What follows belongs to an exercise in optimizing a design on an open flow for small area; a production flow would make more cautious choices. Power figures rest on the tool's default switching activity, not on a simulated workload.

## build 80
==> flow/design.v <==
module matrix_column_loader #(
   parameter int          COLS       = 32,
   parameter int          MSG_LEN    = 64,
   parameter int unsigned SCROLL_DIV = 200,
   parameter int          SETUP_CYC  = 2,
   parameter int          HOLD_CYC   = 2
) (
   input  logic                  clk_i,
   input  logic                  rst_i,
   input  logic                  msg_we,
   input  logic [5:0]            msg_addr,
   input  logic [15:0]           msg_data,
   input  logic                  enable,
   output logic [4:0]            column_id,
   output logic [15:0]           in_column,
   output logic                  load,
   output logic                  busy,
   output logic                  frame_done,
   output logic [5:0]            offset
);
   localparam int DW = 16;
   localparam int NR = 64;
   logic [5:0]    q;
   logic [2:0]    r;
   logic          act;         
   logic          had;         
   logic [5:0]    offset_q;
   logic [DW-1:0] in_col_q;
   logic [DW-1:0] pf;          
   logic [5:0]    ph;          
   logic          run;         
   logic          ldc;
   logic [5:0]    ent;         
   logic [5:0]    ent_row;     
   logic [5:0]    wr_row;      
   logic          snoop;
   logic [DW-1:0] tap;
   logic [DW-1:0] ring [NR];
   logic [NR-1:0] sel, nsel;
   logic [DW-1:0] wdata_e, wdata_o;
   logic          wr_odd, zclr, clr2;
   logic [4:0]    w1_half;
   assign ldc     = act && (r == 3'd4) && (q == 6'd63 || q < 6'd31);
   assign ent     = offset_q + q + 6'd1;
   assign ent_row = ent + ph;
   assign wr_row  = msg_addr + ph + 6'd1;
   assign snoop   = msg_we && (msg_addr == ent);
   assign tap     = ring[{ent_row[5:2], 2'b00}];
   always_ff @(posedge clk_i or posedge rst_i) begin
      if (rst_i) begin
         q        <= 6'd63;
         r        <= 3'd4;
         act      <= 1'b0;
         had      <= 1'b0;
         offset_q <= '0;
         in_col_q <= '0;
         ph       <= '0;
         run      <= 1'b0;
      end else begin
         ph  <= ph + 6'd1;
         run <= 1'b1;
         if (r == 3'd4) begin
            r <= 3'd0;
            q <= (q == 6'd38) ? 6'd63 : q + 6'd1;
         end else begin
            r <= r + 3'd1;
         end
         if (q == 6'd63 && r == 3'd3) act <= enable;
         if (ldc) begin
            in_col_q <= pf;
            had      <= 1'b1;
         end
         if (act && q == 6'd32 && r == 3'd0) offset_q <= offset_q + 6'd1;
      end
   end
   always_ff @(posedge clk_i) begin
      if (snoop)                  pf <= msg_data;
      else if (ent_row[1:0] == 0) pf <= tap;
   end
   assign wr_odd  = msg_we && wr_row[0];
   assign zclr    = ~run && ~wr_odd;
   assign wdata_o = msg_data & {DW{~zclr}};
   assign wdata_e = ~msg_data;
   always_ff @(posedge clk_i) w1_half <= wr_row[5:1];
   always_ff @(posedge clk_i or posedge rst_i) begin
      if (rst_i) clr2 <= 1'b0;
      else       clr2 <= ~run && wr_odd;
   end
   generate
      for (genvar j = 0; j < NR; j++) begin : g_row
         logic ws;
         assign ws = msg_we && (wr_row == 6'(j));
         if (j % 2 == 0) begin : g_even
            logic keep2;
            assign keep2   = clr2 && (w1_half == 5'((j / 2) + 31));
            assign sel[j]  = ws | ~run | (clr2 & ~keep2);
            assign nsel[j] = ~ws;
            mcl_row u_row (
               .clk_i(clk_i), .sel(sel[j]), .nsel(nsel[j]), .w(wdata_e),
               .prev(ring[(j+NR-1)%NR]), .q(ring[j])
            );
         end else begin : g_odd
            assign sel[j]  = ws | zclr;
            assign nsel[j] = ~sel[j];
            mcl_row u_row (
               .clk_i(clk_i), .sel(sel[j]), .nsel(nsel[j]), .w(wdata_o),
               .prev(ring[j-1]), .q(ring[j])
            );
         end
      end
   endgenerate
   assign busy       = act && (q < 6'd32 || (q == 6'd32 && r == 3'd0));
   assign load       = act && q < 6'd32 && (r == 3'd2 || r == 3'd3);
   assign frame_done = act && q == 6'd32 && r == 3'd0;
   assign column_id  = (act && q < 6'd32) ? q[4:0] : {5{had}};
   assign in_column  = in_col_q;
   assign offset     = offset_q;
endmodule
module mcl_row (
   input  logic        clk_i,
   input  logic        sel,
   input  logic        nsel,
   input  logic [15:0] w,
   input  logic [15:0] prev,
   output logic [15:0] q
);
   for (genvar b = 0; b < 16; b++) begin : g_bit
      mcl_bit u_bit (
         .clk_i(clk_i), .sel(sel), .nsel(nsel), .w(w[b]), .prev(prev[b]), .q(q[b])
      );
   end
endmodule
module mcl_bit (
   input  logic clk_i,
   input  logic sel,
   input  logic nsel,
   input  logic w,
   input  logic prev,
   output logic q
);
   always_ff @(posedge clk_i) q <= ~((w | nsel) & (prev | sel));
endmodule
Settings: LEC_CHECK=0, CAP_MARGIN=20, CORE_MARGIN=2, CORE_UTILIZATION=30, CTS_BUF_LIST=sky130_fd_sc_hd__clkbuf_4 sky130_fd_sc_hd__clkbuf_8, SLEW_MARGIN=20, SYNTH_HIERARCHICAL=1; clock period 10.0 ns.
run.sh (not shown) runs the stock make flow with config.mk's settings and CLKGATE_MAP_FILE= SYNTH_SCRIPT=/design/flow/synth_recipe.tcl, a recipe that flattens the netlist after the stock synthesis.
For build 72, these inputs were changed with respect to build 80:
- putting CTS_CLUSTER_SIZE at 16 where nothing was set
- putting CTS_CLUSTER_DIAMETER at 40 where nothing was set
- swapping sky130_fd_sc_hd__clkbuf_4 sky130_fd_sc_hd__clkbuf_8 for sky130_fd_sc_hd__clkbuf_8 in CTS_BUF_LIST
==> comparison <==
- Build 80 vs build 72, worst setup path endpoint: pf[10]$_DFFE_PP_ vs g_row[25].g_odd.u_row.g_bit[4].u_bit.q$_DFF_P_
- Peak fanout along the critical path down 1 in build 72 wrt build 80
- The slowest cell on the critical path comes out o21ai_1 in one run and a2111oi_0 in the other, namely in build 72 and build 80 respectively.
- Build 72: filler cell count higher than build 80
- Going from build 80 to build 72, final area down 2.0%; wire length now smaller.
- Build 80 → build 72: sequential power level, global-route met3 utilization rose 0.61 points, maximum ir drop on the vdd rail went up about 2%, routed wirelength normalized by instance count roughly the same, clock insertion delay at the later pin of the skew report decreased 0.04 ns.
Modified inputs, build 76 compared to build 72
- removing CTS_CLUSTER_SIZE (formerly 16)
- removing CTS_CLUSTER_DIAMETER (formerly 40)
- removing CTS_BUF_LIST (formerly sky130_fd_sc_hd__clkbuf_8)
==> flow/flow/run.sh (new file) <==
#!/bin/bash
# Standard ORFS layout, with clock tree synthesis told not to add dummy balancing loads and to
# build the tree from mid-size clock buffers. Every step's full output stays in orfs/logs; the
# make output goes to flow_make.log.
set -euo pipefail
export CTS_ARGS="-sink_clustering_enable -repair_clock_nets -dont_use_dummy_load -buf_list {sky130_fd_sc_hd__clkbuf_4 sky130_fd_sc_hd__clkbuf_8}"
bash standard.sh > flow_make.log 2>&1
==> flow/standard.sh (new file) <==
#!/bin/bash
# synth_recipe.tcl (not shown) runs the flow's synth.tcl, then flattens the netlist and writes it again
# the make line also repeats each setting of config.mk as NAME=value (left out here)
make -C /OpenROAD-flow-scripts/flow DESIGN_CONFIG=/design/flow/config.mk WORK_HOME=/design/flow/orfs CLKGATE_MAP_FILE= SYNTH_SCRIPT=/design/flow/synth_recipe.tcl "${@:-finish}"
removed: flow/run.sh
### Flow results
Build 76 vs build 72: highest achievable clock rate up. Build 76 — relative contribution of sequential cells to total power 2.7 points higher, build 72 as reference. Total routed wirelength sits higher in build 76 than in build 72. Diff build 72 -> build 76 | number of cells in the finished layout apart from fillers | decrease of 56. Looking at endpoint arrival time on the critical path, build 76 sits below build 72.
No run of this note included a check of the RTL's function; only the layout flow was run.

## separate check: timing with driven ports
In the flow no input, the clock included, has a driving cell. The finished layouts below were timed again as built, in two steps. Step 1 assumes that a clkbuf_16 drives the clock port and a buf_2 every other input. Step 2, shift: input delay + t, output delay - t, t = (earliest + latest rising clock arrival at the registers) / 2. This alone moves slack from input paths to output paths. Slacks: no drivers / after step 1 / after step 2; pairs: no drivers / after step 1.
run	shift t [ns]	slack for setup (ns)	hold slack, ns
build 80	0.901	4.205 / 4.205 / 3.509	0.365 / 0.365 / 0.365
build 72	0.850	4.291 / 4.312 / 3.485	0.370 / 0.370 / 0.370
build 76	0.878	4.312 / 4.322 / 3.477	0.336 / 0.336 / 0.336
After both steps every run listed still meets setup and hold. For build 76, which loses most, drivers alone change the setup slack by +0.010 ns; drivers and shift together by -0.835 ns.
